Background: an optimization exercise with open tools, aiming at small area, a short achievable clock period and few clock cycles per item. Do not read the settings as production practice. Function was checked by simulation only, so behaviour that the tests miss may differ from the original. Power and IR drop assume default switching activity.

===== flow/flow/run.sh =====
#!/bin/bash
# Standard layout, with plain buffers on the ports instead of the delay
# cells the port buffering picks by default.
set -euo pipefail
bash standard.sh BUFFER_PORTS_ARGS="-buffer_cell sky130_fd_sc_hd__buf_1" finish > standard.log 2>&1

===== flow/standard.sh =====
#!/bin/bash
# synth_recipe.tcl (not shown) runs the flow's synth.tcl, then flattens the netlist and writes it again
# the make line also repeats each setting of config.mk as NAME=value (left out here)
make -C /OpenROAD-flow-scripts/flow DESIGN_CONFIG=/design/flow/config.mk WORK_HOME=/design/flow/orfs CLKGATE_MAP_FILE= SYNTH_SCRIPT=/design/flow/synth_recipe.tcl "${@:-finish}"

===== flow/config.mk =====
export PLATFORM = sky130hd
export DESIGN_NAME = fp_add_top
export DESIGN_NICKNAME = fp_add_top
export VERILOG_FILES = /design/flow/design.v
export SDC_FILE = /design/flow/constraint.sdc
export NUM_CORES = 4
export LEC_CHECK = 0
export ABC_AREA = 1
export CAP_MARGIN = 20
export CORE_MARGIN = 2
export CORE_UTILIZATION = 40
export SETUP_SLACK_MARGIN = 1.5
export SLEW_MARGIN = 20

===== flow/constraint.sdc =====
create_clock -name core_clock -period 6.0 [get_ports {sys_clk}]
set_input_delay 1.2000 -clock core_clock [delete_from_list [all_inputs] [get_ports {sys_clk}]]
set_output_delay 1.2000 -clock core_clock [all_outputs]
set_load 0.01 [all_outputs]

===== flow/design.v =====
`timescale 1ns/1ps
module fp_prefix_add #(
    parameter int W = 28,
    parameter int L = 5            
) (
    input  logic [W-1:0] a,
    input  logic [W-1:0] b,
    input  logic         cin,
    output logic [W-1:0] s
);
    logic [W-1:0] p, g, gg, gp;
    assign p = a ^ b;
    assign g = a & b;
    always_comb begin
        gg    = g;
        gp    = p;
        gg[0] = g[0] | (p[0] & cin);
        for (int l = 0; l < L; l++) begin
            for (int i = 0; i < W; i++) begin
                if (i[l]) begin
                    gg[i] = gg[i] | (gp[i] & gg[((i >> l) << l) - 1]);
                    gp[i] = gp[i] & gp[((i >> l) << l) - 1];
                end
            end
        end
    end
    assign s = p ^ {gg[W-2:0], cin};
endmodule
module fp_prefix_and #(
    parameter int W = 24,
    parameter int L = 5            
) (
    input  logic [W-1:0] a,
    output logic [W-1:0] y
);
    always_comb begin
        y = a;
        for (int l = 0; l < L; l++) begin
            for (int i = 0; i < W; i++) begin
                if (i[l]) begin
                    y[i] = y[i] & y[((i >> l) << l) - 1];
                end
            end
        end
    end
endmodule
`timescale 1ns/1ps
module fp_add_stage1 (
    input  logic [31:0] a,
    input  logic [31:0] b,
    input  logic        op,
    output logic [24:0] x,         
    output logic [27:0] y,         
    output logic [7:0]  e,
    output logic        sub,
    output logic        s,
    output logic        inf,
    output logic        nan
);
    logic [7:0]  ea, eb;
    logic [22:0] fa, fb;
    logic        sa, sb;
    logic        za, zb;
    logic [23:0] ma, mb;
    logic        maxa, maxb;
    logic        nan_a, nan_b, inf_a, inf_b;
    logic        a_lt;
    logic [8:0]  dab, dba;
    logic [7:0]  shift;
    logic [23:0] big_m;
    logic [23:0] small_m;
    logic [25:0] y_sh;
    logic [23:0] lost;
    logic        sticky;
    logic        far;
    assign sa = a[31];
    assign sb = b[31] ^ op;
    assign ea = a[30:23];
    assign eb = b[30:23];
    assign fa = a[22:0];
    assign fb = b[22:0];
    assign za = (ea == 8'd0);
    assign zb = (eb == 8'd0);
    assign ma = za ? 24'd0 : {1'b1, fa};
    assign mb = zb ? 24'd0 : {1'b1, fb};
    assign maxa  = (ea == 8'hFF);
    assign maxb  = (eb == 8'hFF);
    assign nan_a = maxa & (fa != 23'd0);
    assign nan_b = maxb & (fb != 23'd0);
    assign inf_a = maxa & (fa == 23'd0);
    assign inf_b = maxb & (fb == 23'd0);
    assign sub  = sa ^ sb;
    assign a_lt = {ea, fa} < {eb, fb};
    assign nan = nan_a | nan_b | (inf_a & inf_b & sub);
    assign inf = inf_a | inf_b;
    assign s   = inf ? (inf_a ? sa : sb) : (a_lt ? sb : sa);
    assign dab   = {1'b0, ea} - {1'b0, eb};
    assign dba   = {1'b0, eb} - {1'b0, ea};
    assign shift = dab[8] ? dba[7:0] : dab[7:0];
    assign big_m   = a_lt ? mb : ma;
    assign small_m = a_lt ? ma : mb;
    assign e       = a_lt ? eb : ea;
    assign far = shift[7:5] != 3'd0;
    always_comb begin
        for (int j = 0; j < 24; j++) begin
            lost[j] = far | (shift[4:0] > 5'(j + 2));
        end
    end
    assign y_sh   = far ? 26'd0 : ({small_m, 2'b00} >> shift[4:0]);
    assign sticky = |(small_m & lost);
    assign x = sub ? {big_m, 1'b0} : {1'b0, big_m};
    assign y = sub ? ~{y_sh, sticky, 1'b0} : {1'b0, y_sh, sticky};
endmodule
`timescale 1ns/1ps
module fp_add_stage2 (
    input  logic [24:0] x,
    input  logic [27:0] y,
    input  logic [7:0]  e,
    input  logic        sub,
    input  logic        s,
    input  logic        inf,
    input  logic        nan,
    output logic [31:0] result
);
    logic [27:0] sum;
    logic        top;              
    logic        rnd_t, rnd_u;     
    logic [24:0] ones;             
    logic [23:0] inc_t, inc_u;     
    logic        cy_t, cy_u;       
    logic [22:0] f_frac;
    logic        f_cy;
    logic [9:0]  f_exp;
    logic        f_ovf, f_unf;
    logic        near;
    logic [4:0]  lz;
    logic [25:0] n_sh;
    logic [9:0]  n_exp;
    fp_prefix_add #(.W(28)) u_add (
        .a   ({x, 3'b000}),
        .b   (y),
        .cin (sub),
        .s   (sum)
    );
    assign top   = sum[27];
    assign rnd_t = sum[3] & (sum[4] | sum[2] | sum[1] | sum[0]);
    assign rnd_u = sum[2] & (sum[3] | sum[1] | sum[0]);
    logic [23:0] ones4;            
    fp_prefix_and #(.W(24)) u_ones (
        .a (sum[27:4]),
        .y (ones4)
    );
    assign ones[0] = sum[3];
    assign ones[24:1] = ones4 & {24{sum[3]}};
    always_comb begin
        inc_t[0] = sum[4] ^ rnd_t;
        inc_u[0] = sum[3] ^ rnd_u;
        for (int k = 1; k < 24; k++) begin
            inc_t[k] = sum[k+4] ^ (rnd_t & ones4[k-1]);
            inc_u[k] = sum[k+3] ^ (rnd_u & ones[k-1]);
        end
    end
    assign cy_t = rnd_t & ones4[23];
    assign cy_u = rnd_u & ones[23];
    assign f_frac = top ? inc_t[22:0] : inc_u[22:0];
    assign f_cy   = top ? cy_t : cy_u;
    logic [9:0] eb0, eb1, eb2;
    logic [2:0] ov, un;
    assign eb0 = {2'b00, e} - {9'd0, sub};
    assign eb1 = eb0 + 10'd1;
    assign eb2 = eb0 + 10'd2;
    assign ov  = {eb2 >= 10'd255, eb1 >= 10'd255, eb0 >= 10'd255};
    assign un  = {eb2 == 10'd0, eb1 == 10'd0, (eb0 == 10'd0) | eb0[9]};
    always_comb begin
        case ({top, f_cy})
            2'b00:   begin f_exp = eb0; f_ovf = ov[0]; f_unf = un[0]; end
            2'b11:   begin f_exp = eb2; f_ovf = ov[2]; f_unf = un[2]; end
            default: begin f_exp = eb1; f_ovf = ov[1]; f_unf = un[1]; end
        endcase
    end
    assign near = ~(sum[27] | sum[26]);
    logic [31:0] lz_in;
    logic [15:0] v1;
    logic [7:0]  v2;
    logic [3:0]  v3;
    logic [1:0]  v4;
    logic [15:0] z1;
    logic [15:0] z2;
    logic [11:0] z3;
    logic [7:0]  z4;
    assign lz_in = {sum[25:0], 6'b111111};
    always_comb begin
        for (int g = 0; g < 16; g++) begin
            v1[g] = lz_in[2*g+1] | lz_in[2*g];
            z1[g] = ~lz_in[2*g+1];
        end
        for (int g = 0; g < 8; g++) begin
            v2[g]          = v1[2*g+1] | v1[2*g];
            z2[2*g+1]      = ~v1[2*g+1];
            z2[2*g]        = v1[2*g+1] ? z1[2*g+1] : z1[2*g];
        end
        for (int g = 0; g < 4; g++) begin
            v3[g]          = v2[2*g+1] | v2[2*g];
            z3[3*g+2]      = ~v2[2*g+1];
            z3[3*g+:2]     = v2[2*g+1] ? z2[4*g+2+:2] : z2[4*g+:2];
        end
        for (int g = 0; g < 2; g++) begin
            v4[g]          = v3[2*g+1] | v3[2*g];
            z4[4*g+3]      = ~v3[2*g+1];
            z4[4*g+:3]     = v3[2*g+1] ? z3[6*g+3+:3] : z3[6*g+:3];
        end
        lz = v4[1] ? {1'b0, z4[7:4]} : {1'b1, z4[3:0]};
    end
    assign n_sh  = sum[25:0] << lz;
    assign n_exp = {2'b00, e} - 10'd2 - {5'd0, lz};
    logic [25:0] n_win;
    logic        n_unf;
    always_comb begin
        for (int i = 0; i < 26; i++) begin
            n_win[i] = ({2'b00, e} > 10'(27 - i));
        end
    end
    assign n_unf = ~|(sum[25:0] & n_win);
    always_comb begin
        if (nan) begin
            result = 32'hFFFF_FFFF;
        end else if (inf) begin
            result = {s, 8'hFF, 23'd0};
        end else if (near) begin
            if (sum[25:0] == 26'd0) begin
                result = 32'd0;
            end else if (n_unf) begin
                result = {s, 31'd0};
            end else begin
                result = {s, n_exp[7:0], n_sh[24:2]};
            end
        end else if (f_ovf) begin
            result = {s, 8'hFF, 23'd0};
        end else if (f_unf) begin
            result = {s, 31'd0};
        end else begin
            result = {s, f_exp[7:0], f_frac};
        end
    end
endmodule
`timescale 1ns/1ps
module fp_add_top (
    input  logic        sys_clk,
    input  logic        sys_rst_n,
    input  logic [31:0] data1_in,
    input  logic [31:0] data2_in,
    input  logic        op,
    input  logic        trig,
    output logic [31:0] data_out,
    output logic        vld
);
    logic        busy;
    logic        accept;
    logic [24:0] x_d, x_q;         
    logic [27:0] y_d, y_q;         
    logic [7:0]  e_d, e_q;         
    logic        sub_d, sub_q;     
    logic        s_d, s_q;         
    logic        inf_d, inf_q;     
    logic        nan_d, nan_q;     
    logic [31:0] result;
    assign accept = trig & ~busy;
    fp_add_stage1 u_s1 (
        .a   (data1_in),
        .b   (data2_in),
        .op  (op),
        .x   (x_d),
        .y   (y_d),
        .e   (e_d),
        .sub (sub_d),
        .s   (s_d),
        .inf (inf_d),
        .nan (nan_d)
    );
    always_ff @(posedge sys_clk) begin
        x_q   <= x_d;
        y_q   <= y_d;
        e_q   <= e_d;
        sub_q <= sub_d;
        s_q   <= s_d;
        inf_q <= inf_d;
        nan_q <= nan_d;
    end
    fp_add_stage2 u_s2 (
        .x      (x_q),
        .y      (y_q),
        .e      (e_q),
        .sub    (sub_q),
        .s      (s_q),
        .inf    (inf_q),
        .nan    (nan_q),
        .result (result)
    );
    always_ff @(posedge sys_clk or negedge sys_rst_n) begin
        if (!sys_rst_n) begin
            busy     <= 1'b0;
            vld      <= 1'b0;
            data_out <= '0;
        end else begin
            busy <= accept;
            vld  <= busy;
            if (busy) begin
                data_out <= result;
            end
        end
    end
endmodule

==> results of run 1 <==
-- how the worst max path moves through the flow --
stage | start | endpoint
3_5_place_dp | data1_in[28] | y_q[1]$_DFF_P_
2_1_floorplan | sub_q$_DFF_P_ | data_out[30]$_DFFE_PN0P_
5_1_grt | x_q[6]$_DFF_P_ | data_out[30]$_DFFE_PN0P_
4_1_cts | x_q[6]$_DFF_P_ | data_out[30]$_DFFE_PN0P_
6_report | y_q[9]$_DFF_P_ | data_out[30]$_DFFE_PN0P_
3_3_place_gp | data1_in[28] | y_q[0]$_SDFF_PN1_
-- cell type report --
cell class	count	area (um2)	area share, %
Clock inverter	6	56.30	0.3756
Tap cell	402	503.0	3.356
Clock buffer	10	239.0	1.594
Multi-Input combinational cell	1796	9813	65.47
Timing Repair inverter	1	5.005	0.03339
Sequential cell	99	2160	14.41
Timing Repair Buffer	180	1044	6.962
Inverter	305	1170	7.805
-- state kept, by name, summed over array words and instances (netlist names) --
register  flops
busy          1
data_out     32
s_q           1
nan_q         1
inf_q         1
vld           1
x_q          25
sub_q         1
e_q           8
y_q          28
-- through the flow --
step	total power, mW	cell area [um2]	hold slack (ns)
finish	7.282	14990	0.4748
global route	7.966	14990	0.5016
CTS	6.673	14090	0.4816
detailed placement	5.942	13620	0.4607
global placement	5.931	13620	0.4600
floorplan	4.588	12880	0.3519
-- repair_timing --
item,CTS,global route
pin swaps,11,41
cloned,0,3
setup buffers,13,39
resized for setup,22,128
endpoints found under the setup margin,39,63
-- metal layers --
metal  global-route usage, %  wire length [um]  part of all wire (%)  up-vias
li1                        -                 -                     -     7709
met1                   34.58             20190                    42     7054
met2                   47.85             22560                    47      644
met3                   2.462              2651                   5.5      137
met4                   13.82              2606                   5.4        0
met5                       0                 0                     0        -
-- cell families after synthesis --
| family | count (synthesis) |
|---|---|
| AO/OA/AOI/OAI | 392 |
| XOR/XNOR | 38 |
| adder cells (fa/ha/maj) | 91 |
| buffers and inverters | 390 |
| flip-flops | 99 |
| multiplexers | 3 |
| AND/OR/NAND/NOR | 1271 |
-- synthesized netlist by cell type (all sizes together) (6+ instances only) --
cell type	n	area share, %
a21oi	111	4.3
a31oi	13	0.63
buf	36	1.4
clkbuf	49	1.4
dfrtp	34	6.6
dfxtp	65	10
fa	6	0.93
ha	85	8.3
inv	301	8.8
nand2	698	21
nand3	273	11
nand4	40	1.9
nor2	207	6.4
nor3	19	0.86
nor4	15	0.73
o211ai	21	1.2
o21ai	187	7.3
o22ai	25	1.2
o31ai	9	0.53
or2	8	0.39
xnor2	9	0.61
xor2	29	2.0
-- worst register-to-register path, stage by stage (launching register included) --
cell and delay (ns):
dfxtp_2 0.33, ha_4 0.30, nand2_1 0.08, inv_1 0.09
nand2_2 0.09, nor3_4 0.23, nand2_4 0.07, nand2_4 0.10
fa_2 0.52, nor2_4 0.16, nand3_2 0.10, nor2_4 0.14
nand2_4 0.11, nor2_4 0.13, nor2_4 0.06, buf_12 0.13
ha_4 0.26, inv_2 0.04, ha_4 0.15, fa_2 0.38
a31oi_4 0.14, or2_4 0.14, nand2_1 0.05, xor2_1 0.14
nand2_1 0.07, nand2_1 0.06, a21oi_2 0.11, nor2_1 0.05
-- power breakdown --
part	leakage, nW	switching, mW	internal, mW
registers	0.926	0.122	0.862
logic	6.44	3.80	1.91
clock network	0.143	0.287	0.302
==> results.rst, run 1 <==
.. list-table::
   :header-rows: 1

   * - Metric
     - Value
   * - Outcome
     - complete, no violations
   * - Clock network latency to the later pin of the worst-skew pair
     - about 0.37 ns
   * - Clk Tree Root Cell
     - clkbuf_16
   * - Sink count of the clock tree
     - 99
   * - Clock input transition at the sequential cells of the worst setup and hold paths
     - 0.08 ns
   * - Achievable Freq
     - 0.2296 GHz
   * - Clock tree from TritonCTS
     - built
   * - Number of global-route vias before repair
     - ~14k
   * - Die area
     - 0.03357 mm2
   * - Total gr overflow
     - 0
   * - Vias post-DR
     - about 16k
   * - Worst ir drop on vdd
     - 168.6 uV
   * - Dpl ws
     - 0.9581 ns
   * - Distinct cell type count of the synthesized netlist
     - 60
   * - Startpoint of the most critical hold path
     - data_out[7]$_DFFE_PN0P_
   * - Dominant combinational cell family by area after synthesis
     - simple AND/OR/NAND/NOR gates
   * - Final setup violation count
     - 0
   * - Worst Hold Depth
     - 2
   * - Number of iterations in the first detailed-routing pass
     - 6
   * - Aggregate routed wire length
     - 48010 um
   * - Number of DRC markers after the initial detailed-route iteration
     - 1367
   * - Final weighted congestion of routability-driven global placement
     - 1.031
   * - Sequential-to-total area share from yosys stat
     - 16.75%
   * - Setup ws final
     - 1.644 ns
   * - Detailed-route vias per instance
     - 5.553
   * - Width of the die
     - 183.2 um
   * - Length in cells of the worst reg-to-reg path
     - 27
   * - Worst min path class
     - reg -> reg
   * - Area fraction in and, or, nand and nor cells after synthesis
     - 42.52%
   * - Clock Skews
     - 0.01464 ns
   * - Share of synthesized area spent on multiplexers
     - 0.2337%
   * - Pin count of the biggest net entering global routing
     - 47
   * - RSZ-0062 raised after global routing
     - no
   * - Number of flops mapped to enable cells by yosys
     - 0
   * - Total number of nets in the final design
     - 2551
   * - Number of remaining DRC errors
     - 0
   * - Die Y
     - between 150 and 200 um
   * - Hold Fails Final Rpt
     - 0
   * - Synth-to-Final Area Change
     - 16.66%
   * - H-Tree Depth
     - 3
   * - Reg-to-reg critical path startpoint
     - y_q[9]$_DFF_P_
   * - LEAKAGE
     - roughly 7.5 nW
   * - GRT Resource Usage Total
     - ~28%
   * - Crit path buf inv count
     - 3
   * - Share of synthesized flip-flops with an asynchronous set or reset
     - 34.34%
   * - Pin slew with the least headroom to its limit
     - 0.9139 ns
   * - Top fanout value on the critical path
     - 6
   * - Relative slew margins
     - 39.00%
   * - Warnings, synthesis
     - 5
   * - Post-route ant nets
     - 0
   * - Commonest non-fill, non-tap cells in the layout
     - 660 x nand2_1, 276 x inv_1, 266 x nand3_1, 183 x nor2_1, 162 x o21ai_0
   * - Cts bufs inserted
     - 9
   * - Number of inserted diodes
     - 0
   * - Setup Total Neg Slack
     - 0 ns
   * - Worst min-delay path endpoint
     - data_out[7]$_DFFE_PN0P_
   * - Period utilisation layout
     - 72.60%
   * - Wire length of the first global-routing pass
     - 74380 um
   * - Gate count of the mapped netlist
     - 2284
   * - Register-to-register setup slack
     - 1.64 ns
   * - Critical path depth
     - 27
   * - Count of state elements after synthesis
     - 99
   * - Peak per-stage delay on the critical path
     - around 0.52 ns
   * - Worst Path Class, Setup
     - reg -> reg
   * - Total instance count after detailed placement
     - 2728
   * - Kind of end point of the critical path
     - flip-flop
   * - Layout Cells excl Fill
     - around 2.8k
   * - Number of fill cells
     - approximately 3.4k
   * - Buffers from clock root to sink, at most
     - 2
   * - Port bufs
     - 100
   * - Period minus WS final
     - 4.356 ns
   * - Post-route core utilization
     - 47.50%
   * - Most frequent standard cell in the layout excluding fill and tap cells
     - nand2_1
   * - Hold-fix buffers, CTS
     - 0
   * - Worst setup SP type
     - flip-flop
   * - Max-cap viol count
     - 0
   * - Site row count
     - 65
   * - Initial core utilization
     - approximately two fifths
   * - Power density over the cells
     - 485.8 mW/mm2
   * - Number of pins with negative max-slew slack in the final report
     - 0
   * - Most frequently used flop master after synthesis
     - dfxtp_1
   * - Slowest CP cell
     - fa_2
   * - Cell Area, Synth
     - between 0.01 and 0.015 mm2
   * - Adder-cell area share of the yosys netlist
     - 9.212%
   * - Endpoint arrival time on the critical path
     - 4.61 ns
   * - Critical register-to-register path endpoint
     - data_out[30]$_DFFE_PN0P_
   * - Complex-gate fraction of the synthesized area
     - 16.89%
   * - Largest delay share family, worst path
     - simple AND/OR/NAND/NOR gates
   * - HPWL after DPL
     - roughly 38000 um
   * - Number of antenna violations at the first check in global routing
     - 0
   * - Average cell area after synthesis
     - 5.625 um2
   * - Core area
     - around 0.032 mm2
   * - Xor/xnor share of the synthesized area
     - 2.590%
   * - I/O pins
     - roughly 100
   * - WP data required
     - 6.25 ns
   * - Routed wirelength normalized by instance count
     - roughly 17 um
   * - Ratio of cells with drive above 1 in the final layout
     - 10.76%
   * - Synthesized Nets
     - around 2.4k
Testbench counts, summed over its fixed seeds: cycles 16,000, items 8,000.
==> run 2: changes to the inputs <==
--- a/flow/config.mk
+++ b/flow/config.mk
@@ -9,5 +9,5 @@
 export CAP_MARGIN = 20
 export CORE_MARGIN = 2
 export CORE_UTILIZATION = 40
-export SETUP_SLACK_MARGIN = 1.5
+export SETUP_SLACK_MARGIN = 1.75
 export SLEW_MARGIN = 20
==> run 2 against run 1 <==
- routed wire length is 5.0% higher
- clock power is 1% lower
- power grew 3.9%
- highest routed layer unchanged
- first-iteration DRC count grew 11%
- non-clock buffer count rose by 33
- sequential power barely moved
- fmax up 0.63%
==> results.rst, run 2 <==
.. list-table::
   :header-rows: 1

   * - Metric
     - Value
   * - Count of state elements after synthesis
     - 99 (unchanged)
   * - Sink count of the clock tree
     - 99 (unchanged)
   * - H-Tree Depth
     - 3 (unchanged)
   * - Worst Path Class, Setup
     - reg -> reg (unchanged)
   * - Post-route ant nets
     - 0 (unchanged)
   * - Dpl ws
     - 0.6809 ns (was 0.9581 ns)
   * - Routed wirelength normalized by instance count
     - 17.80 um (was 17.15 um)
   * - Post-synthesis cell type with the largest combined area
     - nand2_1 (unchanged)
   * - Relative slew margins
     - 46.66% (was 39.00%)
   * - Worst min path class
     - reg -> reg (unchanged)
   * - Number of inserted diodes
     - 0 (unchanged)
   * - Detailed-route vias per instance
     - 5.579 (was 5.553)
   * - Die area
     - 0.03357 mm2 (unchanged)
   * - Reg-to-reg critical path startpoint
     - sub_q$_DFF_P_ (was y_q[9]$_DFF_P_)
   * - Width of the die
     - 183.2 um (unchanged)
   * - Achievable Freq
     - 0.2310 GHz (was 0.2296 GHz)
   * - Clock network latency to the later pin of the worst-skew pair
     - 0.37 ns (about the same)
   * - WP data required
     - 6.26 ns (was 6.25 ns)
   * - Gate count of the mapped netlist
     - 2284 (unchanged)
   * - Most frequent cell after synthesis
     - nand2_1 (unchanged)
   * - HPWL after DPL
     - 38710 um (was 38000 um)
   * - Hold Fails Final Rpt
     - 0 (unchanged)
   * - Number of pins with negative max-slew slack in the final report
     - 0 (unchanged)
   * - Synthesized Nets
     - 2443 (unchanged)
   * - Number of global-route vias before repair
     - 14.77k (was 14.23k)
   * - Outcome
     - complete, no violations (unchanged)
   * - Total instance count after detailed placement
     - 2728 (unchanged)
   * - Max FFs per register
     - 32 (unchanged)
   * - Setup ws final
     - 1.671 ns (was 1.644 ns)
   * - Met1 Track Usage GR
     - 35.23% (was 34.58%)
   * - Number of antenna violations at the first check in global routing
     - 0 (unchanged)
   * - Commonest cells in the netlist
     - 683 x nand2_1, 284 x inv_1, 271 x nand3_1 (unchanged)
   * - Wire length of the first global-routing pass
     - 78450 um (was 74380 um)
   * - Distinct cell type count of the synthesized netlist
     - 60 (unchanged)
   * - LEAKAGE
     - 7.706 nW (was 7.508 nW)
   * - Final weighted congestion of routability-driven global placement
     - 1.008 (was 1.031)
   * - Most frequently used flop master after synthesis
     - dfxtp_1 (unchanged)
   * - Number of iterations in the first detailed-routing pass
     - 6 (unchanged)
   * - Slowest CP cell
     - fa_2 (unchanged)
   * - Clock Skews
     - 0.01421 ns (was 0.01464 ns)
   * - RSZ-0062 raised after global routing
     - yes (was no)
   * - Endpoint arrival time on the critical path
     - 4.59 ns (was 4.61 ns)
   * - Clock tree from TritonCTS
     - built (unchanged)
   * - Core area
     - 0.03156 mm2 (unchanged)
   * - I/O pins
     - 101 (unchanged)
   * - Cts bufs inserted
     - 9 (unchanged)
   * - Warnings, synthesis
     - 5 (unchanged)
   * - Startpoint of the most critical hold path
     - data_out[9]$_DFFE_PN0P_ (was data_out[7]$_DFFE_PN0P_)
   * - Register with the most flip-flops
     - data_out (unchanged)
   * - Layout Cells excl Fill
     - 2833 (was 2799)
   * - Share of synthesized flip-flops with an asynchronous set or reset
     - 34.34% (unchanged)
   * - GRT Resource Usage Total
     - 29.43% (was 27.72%)
   * - Final setup violation count
     - 0 (unchanged)
   * - Total gr overflow
     - 0 (unchanged)
   * - Met3 Track Usage GR
     - 3.078% (was 2.462%)
   * - GR Util met2
     - 52.17% (was 47.85%)
   * - Initial core utilization
     - 40.72% (unchanged)
   * - Peak per-stage delay on the critical path
     - 0.43 ns (was 0.52 ns)
   * - Period minus WS final
     - 4.329 ns (was 4.356 ns)
   * - Clock input transition at the sequential cells of the worst setup and hold paths
     - 0.08 ns (about the same)
   * - Most heavily used metal layer in global routing
     - met2 (unchanged)
   * - Fraction of synthesized cell area taken by the top area cell type
     - 19.95% (unchanged)
   * - Max-cap viol count
     - 0 (unchanged)
   * - Period utilisation layout
     - 72.15% (was 72.60%)
   * - Die Y
     - 183.2 um (unchanged)
   * - Worst setup SP type
     - flip-flop (unchanged)
   * - Largest delay share family, worst path
     - simple AND/OR/NAND/NOR gates (unchanged)
   * - Pin slew with the least headroom to its limit
     - 0.8001 ns (was 0.9139 ns)
   * - Port bufs
     - 100 (unchanged)
   * - Sequential-to-total area share from yosys stat
     - 16.75% (unchanged)
   * - Ratio of cells with drive above 1 in the final layout
     - 14.44% (was 10.76%)
   * - Crit path buf inv count
     - 3 (unchanged)
   * - Synth top area cells
     - nand2_1 20%, nand3_1 11%, dfxtp_1 10% (unchanged)
   * - CP startpoint
     - sub_q$_DFF_P_ (was y_q[9]$_DFF_P_)
   * - Aggregate routed wire length
     - 50420 um (was 48010 um)
   * - Hold-fix buffers, CTS
     - 0 (unchanged)
   * - Clk Tree Root Cell
     - clkbuf_16 (unchanged)
   * - Biggest regs
     - data_out (32), y_q (28), x_q (25) (unchanged)
   * - Most prevalent standard cell on the critical path
     - ha_4
   * - Kind of end point of the critical path
     - flip-flop (unchanged)
   * - Number of DRC markers after the initial detailed-route iteration
     - 1518 (was 1367)
   * - Most frequent standard cell in the layout excluding fill and tap cells
     - nand2_1 (unchanged)
   * - Worst ir drop on vdd
     - 198.6 uV (was 168.6 uV)
   * - Number of remaining DRC errors
     - 0 (unchanged)
   * - Total number of nets in the final design
     - 2585 (was 2551)
   * - Total Power
     - 7.567 mW (was 7.282 mW)
   * - Average cell area after synthesis
     - 5.625 um2 (unchanged)
   * - Number of flops mapped to enable cells by yosys
     - 0 (unchanged)
   * - Vias post-DR
     - 15.81k (was 15.54k)
   * - Synth-to-Final Area Change
     - 21.29% (was 16.66%)
   * - Cell Area, Synth
     - 0.01285 mm2 (unchanged)
   * - Pin count of the biggest net entering global routing
     - 50 (was 47)
   * - Top fanout value on the critical path
     - 6 (unchanged)
   * - Site row count
     - 65 (unchanged)
   * - Register-to-register setup slack
     - 1.67 ns (was 1.64 ns)
   * - Buffers from clock root to sink, at most
     - 2 (unchanged)
   * - Power density over the cells
     - 485.6 mW/mm2 (was 485.8 mW/mm2)
   * - Commonest non-fill, non-tap cells in the layout
     - 653 x nand2_1, 264 x nand3_1, 263 x inv_1, 178 x nor2_1, 155 x o21ai_0 (was 660 x nand2_1, 276 x inv_1, 266 x nand3_1, 183 x nor2_1, 162 x o21ai_0)
   * - Setup Total Neg Slack
     - 0 ns (unchanged)
## run 2: cell families (layout without fill, tap and decap cells)
family | Yosys count | in the layout | synth area share, %
compound gates | 392 | 392 | 16.89
xor+xnor | 38 | 38 | 2.590
fa+ha+maj | 91 | 91 | 9.212
buf+inv | 390 | 535 | 11.81
flops | 99 | 99 | 16.75
mux | 3 | 3 | 0.2337
simple gates | 1271 | 1273 | 42.52
## run 2: layer usage
layer,part of all wire (%),vias up
li1,-,7781
met1,42,7236
met5,0,-
met4,5.7,0
met3,5.1,150
met2,48,639
## run 2: stage by stage
stage	hold slack (ns)	cell area, um2	util, %
after floorplan	0.3519	13070	-
after global placement	0.4586	13790	43.72
after detailed placement	0.4642	13790	43.72
after CTS	0.4822	14810	46.92
after global routing	0.5049	15580	49.39
final	0.4777	15580	49.39
## run 2: worst register-to-register path, stage by stage, from the launching register on
cell and delay, ns:
dfxtp_4 0.36, ha_4 0.16, ha_4 0.16, ha_1 0.18, or2_2 0.27, nand2_1 0.19, inv_1 0.20, nor4_4 0.39
nand2_4 0.12, nor2_1 0.11, nor2_1 0.09, nor2_4 0.14, nor2_4 0.05, buf_12 0.12, ha_4 0.25, inv_2 0.04
ha_4 0.16, fa_2 0.43, a31oi_4 0.19, or2_4 0.15, nand2_2 0.04, xor2_1 0.13, nand2_1 0.07, nand2_1 0.06
a21oi_2 0.13, nor2_1 0.05
## run 2: worst paths after layout
| check | endpoint | cells after the start |
|---|---|---|
| worst min register to register | data_out[9]$_DFFE_PN0P_ | 2 |
| worst max register to register | data_out[30]$_DFFE_PN0P_ | 25 |
| worst min-delay path | data_out[9]$_DFFE_PN0P_ | 2 |
| min in group asynchronous | data_out[30]$_DFFE_PN0P_ | 1 |
| max in group asynchronous | data_out[6]$_DFFE_PN0P_ | 1 |
| worst max-delay path | data_out[30]$_DFFE_PN0P_ | 25 |
## run 2: layout make-up
cell class,instances,area [um2]
repair inverters,1,5.005
clock buffers,9,225.2
fillers,3407,15970
inverters,305,1192
clock inverters,7,58.81
flip-flops and latches,99,2170
repair buffers,213,1343
well taps,402,503.0
multi-input cells,1797,10090
## run 2: what timing repair did
item / 4_1_cts / 5_1_grt
endpoints found under the setup margin: 83 / 83
resized for setup: 81 / 132
pin swaps: 31 / 36
setup buffers: 36 / 45
gates cloned: 6 / 2
## run 2: report_power, final
group          internal [mW]  leakage (nW)  switching [mW]  total [mW]
clock network          0.289         0.140           0.292       0.581
registers              0.864         0.928           0.123       0.986
logic                   2.07          6.64            3.93        6.00
==> run 3: changes to the inputs <==
==> flow/flow/run.sh (replaced) <==
#!/bin/bash
# Standard layout, with plain buffers on the ports instead of the delay
# cells the port buffering picks by default.
set -euo pipefail
bash standard.sh BUFFER_PORTS_ARGS="-buffer_cell sky130_fd_sc_hd__buf_1" SKIP_GATE_CLONING=1 finish > standard.log 2>&1
--- a/flow/config.mk
+++ b/flow/config.mk
@@ -9,5 +9,5 @@
 export CAP_MARGIN = 20
 export CORE_MARGIN = 2
 export CORE_UTILIZATION = 40
-export SETUP_SLACK_MARGIN = 1.75
+export SETUP_SLACK_MARGIN = 1.3
 export SLEW_MARGIN = 20
==> run 3 against run 2 <==
- clock-buffer cell count is the same
- cell count shrank 1.9%
- hold slack gained 0.0040 ns
- clock power grew 7.1%
- setup slack lost 0.19 ns
- sequential share of layout area grew 0.81 points
- synthesized cell count is the same
- area after synthesis is the same
==> results.rst, run 3 <==
.. list-table::
   :header-rows: 1

   * - Metric
     - Value
   * - Number of remaining DRC errors
     - 0 (unchanged)
   * - Period utilisation layout
     - 75.36% (was 72.15%)
   * - Synth-to-Final Area Change
     - 13.99% (was 21.29%)
   * - Sequential-to-total area share from yosys stat
     - 16.75% (unchanged)
   * - Share of synthesized flip-flops with an asynchronous set or reset
     - 34.34% (unchanged)
   * - Buffers from clock root to sink, at most
     - 2 (unchanged)
   * - Endpoint arrival time on the critical path
     - 4.78 ns (was 4.59 ns)
   * - Kind of end point of the critical path
     - flip-flop (unchanged)
   * - Layout Cells excl Fill
     - 2780 (was 2833)
   * - Max-cap viol count
     - 0 (unchanged)
   * - Synthesized Nets
     - 2443 (unchanged)
   * - Synth top area cells
     - nand2_1 20%, nand3_1 11%, dfxtp_1 10% (unchanged)
   * - Total instance count after detailed placement
     - 2726 (was 2728)
   * - Die Y
     - 183.2 um (unchanged)
   * - Clock network latency to the later pin of the worst-skew pair
     - 0.37 ns (about the same)
   * - Die area
     - 0.03357 mm2 (unchanged)
   * - I/O pins
     - 101 (unchanged)
   * - Worst Hold Depth
     - 2 (unchanged)
   * - Period minus WS final
     - 4.521 ns (was 4.329 ns)
   * - Hold_ws
     - 0.4817 ns (was 0.4777 ns)
   * - H-Tree Depth
     - 3 (unchanged)
   * - LEAKAGE
     - 7.365 nW (was 7.706 nW)
   * - Relative slew margins
     - 41.71% (was 46.66%)
   * - Pin slew with the least headroom to its limit
     - 0.8734 ns (was 0.8001 ns)
   * - Post-route ant nets
     - 0 (unchanged)
   * - Number of DRC markers after the initial detailed-route iteration
     - 1322 (was 1518)
   * - Fraction of synthesized cell area taken by the top area cell type
     - 19.95% (unchanged)
   * - Aggregate routed wire length
     - 48380 um (was 50420 um)
   * - Reg-to-reg critical path startpoint
     - sub_q$_DFF_P_ (unchanged)
   * - Commonest cells in the netlist
     - 683 x nand2_1, 284 x inv_1, 271 x nand3_1 (unchanged)
   * - Area fraction in and, or, nand and nor cells after synthesis
     - 42.52% (unchanged)
   * - WP data required
     - 6.25 ns (was 6.26 ns)
   * - Worst setup SP type
     - flip-flop (unchanged)
   * - Outcome
     - complete, no violations (unchanged)
   * - Total number of nets in the final design
     - 2532 (was 2585)
   * - Average cell area after synthesis
     - 5.625 um2 (unchanged)
   * - Worst Path Class, Setup
     - reg -> reg (unchanged)
   * - Ratio of cells with drive above 1 in the final layout
     - 8.915% (was 14.44%)
   * - Commonest non-fill, non-tap cells in the layout
     - 667 x nand2_1, 278 x inv_1, 267 x nand3_1, 186 x nor2_1, 166 x o21ai_0 (was 653 x nand2_1, 264 x nand3_1, 263 x inv_1, 178 x nor2_1, 155 x o21ai_0)
   * - Length in cells of the worst reg-to-reg path
     - 29 (was 25)
   * - Number of iterations in the first detailed-routing pass
     - 8 (was 6)
   * - Worst ir drop on vdd
     - 222.2 uV (was 198.6 uV)
   * - Max FFs per register
     - 32 (unchanged)
   * - Core area
     - 0.03156 mm2 (unchanged)
   * - Number of global-route vias before repair
     - 14.25k (was 14.77k)
   * - Total Power
     - 7.090 mW (was 7.567 mW)
   * - Gate count of the mapped netlist
     - 2284 (unchanged)
   * - Register-to-register setup slack
     - 1.48 ns (was 1.67 ns)
   * - Number of inserted diodes
     - 0 (unchanged)
   * - Count of state elements after synthesis
     - 99 (unchanged)
   * - Detailed-route vias per instance
     - 5.501 (was 5.579)
   * - Wire length of the first global-routing pass
     - 74800 um (was 78450 um)
   * - Peak per-stage delay on the critical path
     - 0.42 ns (was 0.43 ns)
   * - Startpoint of the most critical hold path
     - data_out[9]$_DFFE_PN0P_ (unchanged)
   * - Clock input transition at the sequential cells of the worst setup and hold paths
     - 0.08 ns (about the same)
   * - Port bufs
     - 100 (unchanged)
   * - Width of the die
     - 183.2 um (unchanged)
   * - Clock tree from TritonCTS
     - built (unchanged)
   * - Site row count
     - 65 (unchanged)
   * - Routed wirelength normalized by instance count
     - 17.40 um (was 17.80 um)
   * - Worst min-delay path endpoint
     - data_out[9]$_DFFE_PN0P_ (unchanged)
   * - Xor/xnor share of the synthesized area
     - 2.590% (unchanged)
   * - Number of pins with negative max-slew slack in the final report
     - 0 (unchanged)
   * - HPWL after DPL
     - 38510 um (was 38710 um)
   * - GRT Resource Usage Total
     - 27.99% (was 29.43%)
   * - Biggest regs
     - data_out (32), y_q (28), x_q (25) (unchanged)
   * - Cell Area, Synth
     - 0.01285 mm2 (unchanged)
   * - Initial core utilization
     - 40.72% (unchanged)
   * - Sink count of the clock tree
     - 99 (unchanged)
   * - Complex-gate fraction of the synthesized area
     - 16.89% (unchanged)
   * - Setup Total Neg Slack
     - 0 ns (unchanged)
   * - Dominant combinational cell family by area after synthesis
     - simple AND/OR/NAND/NOR gates (unchanged)
   * - Total gr overflow
     - 0 (unchanged)
   * - Number of fill cells
     - 3463 (was 3407)
   * - Achievable Freq
     - 0.2212 GHz (was 0.2310 GHz)
   * - Slowest CP cell
     - fa_2 (unchanged)
   * - Number of flops mapped to enable cells by yosys
     - 0 (unchanged)
   * - Final setup violation count
     - 0 (unchanged)
   * - Clock Skews
     - 0.01588 ns (was 0.01421 ns)
   * - RSZ-0062 raised after global routing
     - no (was yes)
   * - Worst min path class
     - reg -> reg (unchanged)
   * - Hold Fails Final Rpt
     - 0 (unchanged)
   * - Number of antenna violations at the first check in global routing
     - 0 (unchanged)
   * - Clk Tree Root Cell
     - clkbuf_16 (unchanged)
   * - Most frequently used flop master after synthesis
     - dfxtp_1 (unchanged)
   * - Most frequent cell after synthesis
     - nand2_1 (unchanged)
   * - Share of synthesized area spent on multiplexers
     - 0.2337% (unchanged)
   * - Distinct cell type count of the synthesized netlist
     - 60 (unchanged)
   * - Adder-cell area share of the yosys netlist
     - 9.212% (unchanged)
   * - Critical register-to-register path endpoint
     - data_out[30]$_DFFE_PN0P_ (unchanged)
   * - Register with the most flip-flops
     - data_out (unchanged)
   * - Pin count of the biggest net entering global routing
     - 54 (was 50)
   * - Power density over the cells
     - 484.1 mW/mm2 (was 485.6 mW/mm2)
   * - Top fanout value on the critical path
     - 4 (was 6)
   * - Most frequent standard cell in the layout excluding fill and tap cells
     - nand2_1 (unchanged)
   * - Final weighted congestion of routability-driven global placement
     - 1.009 (was 1.008)
   * - Vias post-DR
     - 15.29k (was 15.81k)
   * - Post-synthesis cell type with the largest combined area
     - nand2_1 (unchanged)
   * - Cts bufs inserted
     - 9 (unchanged)
   * - Warnings, synthesis
     - 5 (unchanged)
run 3: cell types whose count changed in the layout (fill, tap and decap cells not counted), sizes merged:
| cell | before | now |
|---|---|---|
| buf | 201 | 161 |
| clkbuf | 18 | 11 |
| clkinvlp | 6 | 2 |
| bufbuf | 2 | 0 |
| clkinv | 6 | 8 |
| bufinv | 0 | 1 |
| dlymetal6s2s | 1 | 0 |
| nand2 | 699 | 698 |
| nor2 | 208 | 207 |
run 3: final cells by class:
| class | instances | area [um2] | area share (%) |
|---|---|---|---|
| clock inverters | 7 | 83.83 | 0.5724 |
| well taps | 402 | 503.0 | 3.434 |
| flip-flops and latches | 99 | 2157 | 14.73 |
| clock buffers | 9 | 225.2 | 1.538 |
| multi-input cells | 1795 | 9629 | 65.74 |
| repair buffers | 163 | 875.8 | 5.980 |
| inverters | 305 | 1172 | 8.004 |
run 3: worst max path at each step:
| stage | endpoint | cells past startpoint | slack (ns) | startpoint |
|---|---|---|---|---|
| floorplan | data_out[30]$_DFFE_PN0P_ | 29 | 1.33 | x_q[6]$_DFF_P_ |
| global placement | data_out[30]$_DFFE_PN0P_ | 29 | 0.76 | sub_q$_DFF_P_ |
| detailed placement | data_out[30]$_DFFE_PN0P_ | 29 | 0.69 | sub_q$_DFF_P_ |
| CTS | data_out[30]$_DFFE_PN0P_ | 25 | 1.29 | sub_q$_DFF_P_ |
| global route | data_out[30]$_DFFE_PN0P_ | 30 | 1.23 | sub_q$_DFF_P_ |
| finish | data_out[30]$_DFFE_PN0P_ | 29 | 1.48 | sub_q$_DFF_P_ |
run 3: what timing repair did:
item | in CTS | in global routing
hold buffers | 0 | 0
pin swaps | 3 | 27
hold endpoints to repair | 0 | 0
buffers inserted | 4 | 34
endpoints found under the setup margin | 29 | 83
resized for setup | 14 | 92
run 3: kinds of logic (layout without fill, tap and decap cells):
| group | count (synthesis) | after routing |
|---|---|---|
| AO/OA/AOI/OAI | 392 | 392 |
| XOR/XNOR | 38 | 38 |
| adder cells (fa/ha/maj) | 91 | 91 |
| buffers and inverters | 390 | 484 |
| flip-flops | 99 | 99 |
| multiplexers | 3 | 3 |
| AND/OR/NAND/NOR | 1271 | 1271 |
run 3: critical path: cells and delay by family (launching register included):
kind            cells  cell delay [ns]
fa+ha+maj           6             1.67
compound gates      2             0.31
flops               1             0.33
simple gates       17             1.62
xor+xnor            2             0.35
buf+inv             2             0.14
run 3: routing by layer:
layer / global-route usage (%) / vias up / routed length (um)
met3: 2.542 / 124 / 2516
met1: 34.56 / 6909 / 20370
met2: 48.71 / 597 / 23020
met4: 14.02 / 0 / 2467
met5: 0 / - / 0
li1: - / 7662 / -
run 3: through the flow:
step | utilization (%) | setup slack (ns) | area (um2)
3_5_place_dp | 43.02 | 0.6862 | 13570
3_3_place_gp | 43.02 | 0.7618 | 13570
5_1_grt | 46.42 | 1.226 | 14650
2_1_floorplan | - | 1.326 | 12850
6_report | 46.42 | 1.479 | 14650
4_1_cts | 44.30 | 1.288 | 13980
run 3: where the power goes:
group / total, mW / switching, mW / internal (mW) / leakage [nW]
Combinational: 5.48 / 3.71 / 1.78 / 6.29
Clock: 0.622 / 0.290 / 0.332 / 0.154
Sequential: 0.984 / 0.123 / 0.861 / 0.926
==> run 4: changes to the inputs <==
--- a/flow/config.mk
+++ b/flow/config.mk
@@ -9,5 +9,5 @@
 export CAP_MARGIN = 20
 export CORE_MARGIN = 2
 export CORE_UTILIZATION = 40
-export SETUP_SLACK_MARGIN = 1.3
+export SETUP_SLACK_MARGIN = 1.6
 export SLEW_MARGIN = 20
==> run 4 against run 3 <==
- still clean on timing, DRC and antenna
- critical path depth stayed put
- clock power down 8.5%
- cell count grew 0.50%
- clock skew decreased by 0.0022 ns
- register-to-register slack gained 0.13 ns
- area after synthesis did not move
- synthesized cell count unchanged
- utilization is 1.4 points higher
- non-clock buffer count grew 15
- setup slack improved by 0.13 ns
- critical path type unchanged
==> results.rst, run 4 <==
.. list-table::
   :header-rows: 1

   * - Metric
     - Value
   * - Count of state elements after synthesis
     - 99 (unchanged)
   * - DP Area
     - 0.01366 mm2 (was 0.01357 mm2)
   * - Sequential-to-total area share from yosys stat
     - 16.75% (unchanged)
   * - Period minus WS final
     - 4.392 ns (was 4.521 ns)
   * - Fraction of synthesized cell area taken by the top area cell type
     - 19.95% (unchanged)
   * - GRT Resource Usage Total
     - 28.09% (was 27.99%)
   * - LEAKAGE
     - 7.507 nW (was 7.365 nW)
   * - Worst Hold Depth
     - 2 (unchanged)
   * - Layout Cells excl Fill
     - 2794 (was 2780)
   * - Port bufs
     - 100 (unchanged)
   * - Number of remaining DRC errors
     - 0 (unchanged)
   * - Biggest regs
     - data_out (32), y_q (28), x_q (25) (unchanged)
   * - Number of flops mapped to enable cells by yosys
     - 0 (unchanged)
   * - Vias post-DR
     - 15.57k (was 15.29k)
   * - Initial core utilization
     - 40.72% (unchanged)
   * - GR Util met2
     - 49.73% (was 48.71%)
   * - Number of inserted diodes
     - 0 (unchanged)
   * - Kind of end point of the critical path
     - flip-flop (unchanged)
   * - Peak per-stage delay on the critical path
     - 0.39 ns (was 0.42 ns)
   * - Final design instance area without fill
     - 0.01508 mm2 (was 0.01465 mm2)
   * - Cts bufs inserted
     - 9 (unchanged)
   * - Number of global-route vias before repair
     - 14.29k (was 14.25k)
   * - Number of iterations in the first detailed-routing pass
     - 7 (was 8)
   * - Total number of nets in the final design
     - 2547 (was 2532)
   * - Power density over the cells
     - 479.3 mW/mm2 (was 484.1 mW/mm2)
   * - Routed wirelength normalized by instance count
     - 17.45 um (was 17.40 um)
   * - Clock tree from TritonCTS
     - built (unchanged)
   * - Met1 Track Usage GR
     - 34.75% (was 34.56%)
   * - Slowest CP cell
     - dfxtp_1 (was fa_2)
   * - Most prevalent standard cell on the critical path
     - nand2_1
   * - Number of antenna violations at the first check in global routing
     - 0 (unchanged)
   * - Multi-input gate area
     - 0.009942 mm2 (was 0.009629 mm2)
   * - Post-route core utilization
     - 47.78% (was 46.42%)
   * - Outcome
     - complete, no violations (unchanged)
   * - Clock input transition at the sequential cells of the worst setup and hold paths
     - 0.08 ns (about the same)
   * - Synth-to-Final Area Change
     - 17.34% (was 13.99%)
   * - Width of the die
     - 183.2 um (unchanged)
   * - Footprint of the flip-flops and latches
     - 0.002160 mm2 (was 0.002157 mm2)
   * - Sink count of the clock tree
     - 99 (unchanged)
   * - Wire length of the first global-routing pass
     - 75080 um (was 74800 um)
   * - Commonest non-fill, non-tap cells in the layout
     - 657 x nand2_1, 273 x inv_1, 267 x nand3_1, 176 x nor2_1, 161 x o21ai_0 (was 667 x nand2_1, 278 x inv_1, 267 x nand3_1, 186 x nor2_1, 166 x o21ai_0)
   * - Die Y
     - 183.2 um (unchanged)
   * - Total gr overflow
     - 0 (unchanged)
   * - Worst ir drop on vdd
     - 165.6 uV (was 222.2 uV)
   * - Ratio of cells with drive above 1 in the final layout
     - 11.50% (was 8.915%)
   * - Worst Path Class, Setup
     - reg -> reg (unchanged)
   * - Most frequent standard cell in the layout excluding fill and tap cells
     - nand2_1 (unchanged)
   * - Worst min path class
     - reg -> reg (unchanged)
   * - Hold_ws
     - 0.4726 ns (was 0.4817 ns)
   * - Pin slew with the least headroom to its limit
     - 0.8070 ns (was 0.8734 ns)
   * - Synthesized Nets
     - 2443 (unchanged)
   * - Aggregate routed wire length
     - 48750 um (was 48380 um)
   * - Max-cap viol count
     - 0 (unchanged)
   * - Average cell area after synthesis
     - 5.625 um2 (unchanged)
   * - Share of synthesized flip-flops with an asynchronous set or reset
     - 34.34% (unchanged)
   * - Clk Tree Root Cell
     - clkbuf_16 (unchanged)
   * - Core area
     - 0.03156 mm2 (unchanged)
   * - Cell Area, Synth
     - 0.01285 mm2 (unchanged)
   * - Number of pins with negative max-slew slack in the final report
     - 0 (unchanged)
   * - Detailed-route vias per instance
     - 5.572 (was 5.501)
   * - Register with the most flip-flops
     - data_out (unchanged)
   * - Final setup violation count
     - 0 (unchanged)
   * - Number of DRC markers after the initial detailed-route iteration
     - 1301 (was 1322)
   * - WP data required
     - 6.25 ns (about the same)
   * - Total instance count after detailed placement
     - 2726 (unchanged)
   * - Max FFs per register
     - 32 (unchanged)
   * - Period utilisation layout
     - 73.20% (was 75.36%)
   * - Met3 Track Usage GR
     - 2.562% (was 2.542%)
   * - H-Tree Depth
     - 3 (unchanged)
   * - Post-synthesis cell type with the largest combined area
     - nand2_1 (unchanged)
   * - Setup ws final
     - 1.608 ns (was 1.479 ns)
   * - Die area
     - 0.03357 mm2 (unchanged)
   * - Length in cells of the worst reg-to-reg path
     - 29 (unchanged)
   * - HPWL after DPL
     - 38080 um (was 38510 um)
   * - Commonest cells in the netlist
     - 683 x nand2_1, 284 x inv_1, 271 x nand3_1 (unchanged)
   * - RSZ-0062 raised after global routing
     - yes (was no)
   * - Worst setup SP type
     - flip-flop (unchanged)
   * - Buffers from clock root to sink, at most
     - 2 (unchanged)
   * - Clock Skews
     - 0.01369 ns (was 0.01588 ns)
   * - Clock network latency to the later pin of the worst-skew pair
     - 0.36 ns (was 0.37 ns)
   * - Synth top area cells
     - nand2_1 20%, nand3_1 11%, dfxtp_1 10% (unchanged)
   * - Achievable Freq
     - 0.2277 GHz (was 0.2212 GHz)
   * - I/O pins
     - 101 (unchanged)
   * - Most frequently used flop master after synthesis
     - dfxtp_1 (unchanged)
   * - Distinct cell type count of the synthesized netlist
     - 60 (unchanged)
   * - Warnings, synthesis
     - 5 (unchanged)
   * - Top fanout value on the critical path
     - 4 (unchanged)
   * - Hold-fix buffers, CTS
     - 0 (unchanged)
   * - Most heavily used metal layer in global routing
     - met2 (unchanged)
   * - Gate count of the mapped netlist
     - 2284 (unchanged)
   * - Final weighted congestion of routability-driven global placement
     - 0.9823 (was 1.009)
   * - Number of fill cells
     - 3383 (was 3463)
   * - Hold Fails Final Rpt
     - 0 (unchanged)
   * - Most frequent cell after synthesis
     - nand2_1 (unchanged)
   * - Site row count
     - 65 (unchanged)
   * - Endpoint arrival time on the critical path
     - 4.65 ns (was 4.78 ns)
   * - Relative slew margins
     - 46.20% (was 41.71%)
   * - Dpl ws
     - 0.8184 ns (was 0.6862 ns)
   * - Post-route ant nets
     - 0 (unchanged)
   * - Setup Total Neg Slack
     - 0 ns (unchanged)
   * - Pin count of the biggest net entering global routing
     - 58 (was 54)
   * - Total Power
     - 7.227 mW (was 7.090 mW)
run 4: cell count changes in the layout (fill, tap and decap cells not counted), moves of 6 or more:
cell     before  now
ha_4         10   20
ha_1         73   64
nor2_1      186  176
nand2_1     667  657
nand2_4       8   14
buf_4        55   67
run 4: critical path, delay by kind of cell, from the launching register on:
kind / cells / cell delay [ns]
adder cells (fa/ha/maj): 5 / 1.43
AND/OR/NAND/NOR: 15 / 1.37
AO/OA/AOI/OAI: 3 / 0.48
flip-flops: 1 / 0.39
XOR/XNOR: 2 / 0.30
buffers and inverters: 4 / 0.30
run 4: worst paths after layout:
kind                                         startpoint                       end  slack [ns]
min in group asynchronous                     sys_rst_n  data_out[25]$_DFFE_PN0P_        0.92
worst min-delay path            data_out[9]$_DFFE_PN0P_   data_out[9]$_DFFE_PN0P_        0.47
worst max register to register          x_q[12]$_DFF_P_  data_out[30]$_DFFE_PN0P_        1.61
worst min register to register  data_out[9]$_DFFE_PN0P_   data_out[9]$_DFFE_PN0P_        0.47
worst max-delay path                    x_q[12]$_DFF_P_  data_out[30]$_DFFE_PN0P_        1.61
max in group asynchronous                     sys_rst_n            busy$_DFF_PN0_        4.53
run 4: layout make-up:
type	count	area share [%]
inverter	305	7.751
timing repair buffer	178	6.788
multi-input combinational	1795	65.94
clock inverter	6	0.3651
sequential	99	14.32
clock buffer	9	1.494
tap	402	3.336
run 4: power by group:
part | switching, mW | internal (mW) | total (mW)
clock network | 0.280 | 0.289 | 0.569
registers | 0.127 | 0.862 | 0.989
logic | 3.78 | 1.88 | 5.67
run 4: cells by family after synthesis:
logic type / Yosys count / synth area share (%)
AO/OA/AOI/OAI: 392 / 16.89
XOR/XNOR: 38 / 2.590
adder cells (fa/ha/maj): 91 / 9.212
buffers and inverters: 390 / 11.81
flip-flops: 99 / 16.75
multiplexers: 3 / 0.2337
AND/OR/NAND/NOR: 1271 / 42.52
run 4: layer usage:
layer  share of wire [%]  vias up  wire length (um)
li1                    -     7708                 -
met1                  42     7095             20520
met2                  48      624             23250
met3                 5.4      142              2650
met4                 4.8        0              2325
met5                   0        -                 0
run 4: what timing repair did:
item,in CTS,in global routing
pin swaps,15,47
endpoints found under the hold margin,0,0
buffers inserted,20,33
setup endpoints to repair,52,82
gates resized for setup,39,135
==> run 5: changes to the inputs <==
--- a/flow/config.mk
+++ b/flow/config.mk
@@ -9,5 +9,5 @@
 export CAP_MARGIN = 20
 export CORE_MARGIN = 2
 export CORE_UTILIZATION = 40
-export SETUP_SLACK_MARGIN = 1.6
+export SETUP_SLACK_MARGIN = 1.4
 export SLEW_MARGIN = 20
==> run 5 against run 4 <==
- via count decreased by 1.3%
- first-iteration DRC count decreased by 1.9%
- area after synthesis unchanged
- clock skew decreased by 0.0036 ns
- clock power increased by 9.8%
- utilization decreased by 0.73 points
- critical endpoint unchanged
- cell count decreased by 0.14%
- critical path type unchanged
- still clean on timing, DRC and antenna
- sequential power about the same
- largest cell class unchanged
- combinational power decreased by 2%
- non-clock buffer count decreased by 5
- sequential share of layout area increased by 0.28 points
- critical path depth unchanged
- highest routed layer unchanged
==> results.rst, run 5 <==
.. list-table::
   :header-rows: 1

   * - Metric
     - Value
   * - Outcome
     - complete, no violations (unchanged)
   * - Most frequent cell after synthesis
     - nand2_1 (unchanged)
   * - Biggest regs
     - data_out (32), y_q (28), x_q (25) (unchanged)
   * - Average cell area after synthesis
     - 5.625 um2 (unchanged)
   * - Fraction of power spent switching nets
     - 57.78% (was 57.99%)
   * - Number of inserted diodes
     - 0 (unchanged)
   * - Wire length of the first global-routing pass
     - 74290 um (was 75080 um)
   * - Share of synthesized flip-flops with an asynchronous set or reset
     - 34.34% (unchanged)
   * - Commonest cells in the netlist
     - 683 x nand2_1, 284 x inv_1, 271 x nand3_1 (unchanged)
   * - Detailed-route vias per instance
     - 5.508 (was 5.572)
   * - Max FFs per register
     - 32 (unchanged)
   * - Max-cap viol count
     - 0 (unchanged)
   * - Switching pwr
     - 4.138 mW (was 4.191 mW)
   * - Worst setup SP type
     - flip-flop (unchanged)
   * - LEAKAGE
     - 7.446 nW (was 7.507 nW)
   * - Post-route ant nets
     - 0 (unchanged)
   * - Peak per-stage delay on the critical path
     - 0.40 ns (was 0.39 ns)
   * - Die Y
     - 183.2 um (unchanged)
   * - Post-synthesis cell type with the largest combined area
     - nand2_1 (unchanged)
   * - Register-to-register setup slack
     - 1.52 ns (was 1.61 ns)
   * - Initial core utilization
     - 40.72% (unchanged)
   * - Pin slew with the least headroom to its limit
     - 0.8869 ns (was 0.8070 ns)
   * - Power Internal
     - 3.024 mW (was 3.036 mW)
   * - Reg-to-reg critical path startpoint
     - sub_q$_DFF_P_ (was x_q[12]$_DFF_P_)
   * - Synthesized Nets
     - 2443 (unchanged)
   * - Worst min path class
     - reg -> reg (unchanged)
   * - Final setup violation count
     - 0 (unchanged)
   * - Site row count
     - 65 (unchanged)
   * - Critical register-to-register path endpoint
     - data_out[30]$_DFFE_PN0P_ (unchanged)
   * - Worst Hold Depth
     - 2 (unchanged)
   * - Buffers from clock root to sink, at most
     - 2 (unchanged)
   * - Number of antenna violations at the first check in global routing
     - 0 (unchanged)
   * - Number of global-route vias before repair
     - 14.32k (was 14.29k)
   * - Gate count of the mapped netlist
     - 2284 (unchanged)
   * - Die area
     - 0.03357 mm2 (unchanged)
   * - Sequential cell fraction of total power
     - 13.8% (was 13.7%)
   * - Clock input transition at the sequential cells of the worst setup and hold paths
     - 0.08 ns (about the same)
   * - Port bufs
     - 100 (unchanged)
   * - Clock tree from TritonCTS
     - built (unchanged)
   * - Total instance count after detailed placement
     - 2729 (was 2726)
   * - Number of flops mapped to enable cells by yosys
     - 0 (unchanged)
   * - Clock network latency to the later pin of the worst-skew pair
     - 0.36 ns (about the same)
   * - Period utilisation layout
     - 74.72% (was 73.20%)
   * - Register with the most flip-flops
     - data_out (unchanged)
   * - Top fanout value on the critical path
     - 8 (was 4)
   * - Final weighted congestion of routability-driven global placement
     - 1.066 (was 0.9823)
   * - Synth top area cells
     - nand2_1 20%, nand3_1 11%, dfxtp_1 10% (unchanged)
   * - Period minus WS final
     - 4.483 ns (was 4.392 ns)
   * - Width of the die
     - 183.2 um (unchanged)
   * - Warnings, synthesis
     - 5 (unchanged)
   * - Cts bufs inserted
     - 9 (unchanged)
   * - Number of iterations in the first detailed-routing pass
     - 8 (was 7)
   * - Commonest non-fill, non-tap cells in the layout
     - 660 x nand2_1, 277 x inv_1, 265 x nand3_1, 185 x nor2_1, 162 x o21ai_0 (was 657 x nand2_1, 273 x inv_1, 267 x nand3_1, 176 x nor2_1, 161 x o21ai_0)
   * - Synth-to-Final Area Change
     - 15.54% (was 17.34%)
   * - Startpoint of the most critical hold path
     - data_out[3]$_DFFE_PN0P_ (was data_out[9]$_DFFE_PN0P_)
   * - Most frequent standard cell in the layout excluding fill and tap cells
     - nand2_1 (unchanged)
   * - H-Tree Depth
     - 3 (unchanged)
   * - Aggregate routed wire length
     - 47340 um (was 48750 um)
   * - Core area
     - 0.03156 mm2 (unchanged)
   * - Number of DRC markers after the initial detailed-route iteration
     - 1276 (was 1301)
   * - Most frequently used flop master after synthesis
     - dfxtp_1 (unchanged)
   * - Setup Total Neg Slack
     - 0 ns (unchanged)
   * - Clock Skews
     - 0.01006 ns (was 0.01369 ns)
   * - Final design instance area without fill
     - 0.01485 mm2 (was 0.01508 mm2)
   * - Count of state elements after synthesis
     - 99 (unchanged)
   * - WP data required
     - 6.25 ns (about the same)
   * - Number of remaining DRC errors
     - 0 (unchanged)
   * - Kind of end point of the critical path
     - flip-flop (unchanged)
   * - Sequential-to-total area share from yosys stat
     - 16.75% (unchanged)
   * - Hold Fails Final Rpt
     - 0 (unchanged)
   * - Portion of total power attributed to the clock network
     - 8.7% (was 7.9%)
   * - HPWL after DPL
     - 38060 um (was 38080 um)
   * - Length in cells of the worst reg-to-reg path
     - 29 (unchanged)
   * - Number of pins with negative max-slew slack in the final report
     - 0 (unchanged)
   * - Fraction of synthesized cell area taken by the top area cell type
     - 19.95% (unchanged)
   * - Layout Cells excl Fill
     - 2790 (was 2794)
   * - Endpoint arrival time on the critical path
     - 4.73 ns (was 4.65 ns)
   * - Sink count of the clock tree
     - 99 (unchanged)
   * - Number of fill cells
     - 3483 (was 3383)
   * - Worst min-delay path endpoint
     - data_out[3]$_DFFE_PN0P_ (was data_out[9]$_DFFE_PN0P_)
   * - Routed wirelength normalized by instance count
     - 16.97 um (was 17.45 um)
   * - Slowest CP cell
     - fa_2 (was dfxtp_1)
   * - Cell Area, Synth
     - 0.01285 mm2 (unchanged)
   * - Comb pwr share
     - 77.5% (was 78.4%)
   * - Largest delay share family, worst path
     - simple AND/OR/NAND/NOR gates (was adder cells)
   * - Crit path buf inv count
     - 2 (was 4)
   * - Power density over the cells
     - 482.4 mW/mm2 (was 479.3 mW/mm2)
   * - Ratio of cells with drive above 1 in the final layout
     - 10.34% (was 11.50%)
   * - Worst ir drop on vdd
     - 190.9 uV (was 165.6 uV)
   * - Achievable Freq
     - 0.2231 GHz (was 0.2277 GHz)
   * - DP Area
     - 0.01362 mm2 (was 0.01366 mm2)
   * - Worst Path Class, Setup
     - reg -> reg (unchanged)
   * - Total number of nets in the final design
     - 2542 (was 2547)
   * - Vias post-DR
     - 15.37k (was 15.57k)
   * - Relative slew margins
     - 40.81% (was 46.20%)
   * - RSZ-0062 raised after global routing
     - yes (unchanged)
   * - Total gr overflow
     - 0 (unchanged)
   * - Pin count of the biggest net entering global routing
     - 45 (was 58)
   * - Clk Tree Root Cell
     - clkbuf_16 (unchanged)
   * - GRT Resource Usage Total
     - 27.55% (was 28.09%)
   * - Distinct cell type count of the synthesized netlist
     - 60 (unchanged)
   * - I/O pins
     - 101 (unchanged)
## run 5: cell families (layout without fill, tap and decap cells)
group	Yosys count	count (layout)	share of synthesized area, %
compound gates	392	392	16.89
xor+xnor	38	38	2.590
flops	99	99	16.75
fa+ha+maj	91	91	9.212
simple gates	1271	1271	42.52
buf+inv	390	494	11.81
mux	3	3	0.2337
## run 5: stage by stage
step | utilization [%] | hold slack, ns | power (mW) | setup WS (ns)
detailed placement | 43.15 | 0.4637 | 5.922 | 0.8594
finish | 47.05 | 0.4753 | 7.162 | 1.517
CTS | 44.56 | 0.4811 | 6.674 | 1.325
global route | 47.05 | 0.5186 | 7.869 | 1.297
global placement | 43.15 | 0.4555 | 5.913 | 0.8468
floorplan | - | 0.3519 | 4.582 | 1.402
## run 5: power groups by stage
stage | Clock, mW | Combinational (mW) | Sequential [mW]
2_1_floorplan | 0 | 3.58 | 1.00
3_3_place_gp | 0 | 4.94 | 0.976
3_5_place_dp | 0 | 4.94 | 0.979
4_1_cts | 0.638 | 5.07 | 0.966
5_1_grt | 0.661 | 6.19 | 1.01
6_report | 0.625 | 5.55 | 0.988
## run 5: per-layer routing
metal / GRT usage [%] / vias up / routed length [um]
met3: 3.038 / 131 / 2398
met4: 13.82 / 0 / 2564
met5: 0 / - / 0
met1: 34.49 / 6975 / 20320
met2: 46.94 / 571 / 22060
li1: - / 7690 / -
## run 5: worst reg2reg max path, delay by kind of cell, from the launching register on
kind,cells,cell delay [ns]
xor gates and xnor gates,2,0.36
AOI/OAI and AO/OA,2,0.31
buffers and inverters,2,0.13
adders and majority gates,6,1.53
and+or+nand+nor,17,1.72
DFF,1,0.34
## run 5: repair_timing
action	CTS	global route
resized for setup	21	117
setup buffers	6	39
pin swaps	4	33
endpoints found under the hold margin	0	0
hold buffers	0	0
setup endpoints to repair	33	68
## run 5: layout make-up
type / instances / area [um2] / share of cell area (%)
clock buffers: 9 / 225.2 / 1.517
clock inverters: 7 / 92.59 / 0.6237
inverters: 305 / 1160 / 7.813
multi-input cells: 1795 / 9767 / 65.79
flip-flops and latches: 99 / 2168 / 14.61
well taps: 402 / 503.0 / 3.388
repair buffers: 173 / 929.6 / 6.262
## run 5: how the worst max path moves through the flow
stage,depth (start not counted),from,end
4_1_cts,29,sub_q$_DFF_P_,data_out[30]$_DFFE_PN0P_
3_3_place_gp,30,sub_q$_DFF_P_,data_out[30]$_DFFE_PN0P_
3_5_place_dp,29,sub_q$_DFF_P_,data_out[30]$_DFFE_PN0P_
6_report,29,sub_q$_DFF_P_,data_out[30]$_DFFE_PN0P_
5_1_grt,29,sub_q$_DFF_P_,data_out[30]$_DFFE_PN0P_
2_1_floorplan,30,sub_q$_DFF_P_,data_out[30]$_DFFE_PN0P_

==> separate check: timing with driven ports <==
How much do the figures lean on ideal ports? The routed layouts below were timed once more, with nothing changed but the port constraints. Step 1, drivers: a clkbuf_16 drives sys_clk and a buf_2 each remaining input, both assumed. Step 2 also shifts input and output timing later by t, the mid clock arrival at the registers, as if the neighbouring blocks saw the same clock. Three values: ideal ports, drivers, drivers and shift; two values: the first two.
run	t, ns	setup slack, ns	slew at the worst register clock pin (ns)	worst data-port slew with drivers (ns)	cell pins on the clock port's net
run 1	0.407	1.644 / 1.644 / 1.338	0.08 / 0.08	0.05	1
run 2	0.408	1.671 / 1.671 / 1.455	0.08 / 0.08	0.04	1
run 3	0.409	1.479 / 1.479 / 1.225	0.08 / 0.08	0.05	1
run 4	0.405	1.608 / 1.608 / 1.391	0.08 / 0.08	0.04	1
run 5	0.405	1.517 / 1.517 / 1.274	0.08 / 0.08	0.05	1
After both steps setup and hold are still met in every run listed. For run 1, which loses most, drivers alone change the setup slack by 0.000 ns; drivers and shift together by -0.306 ns.
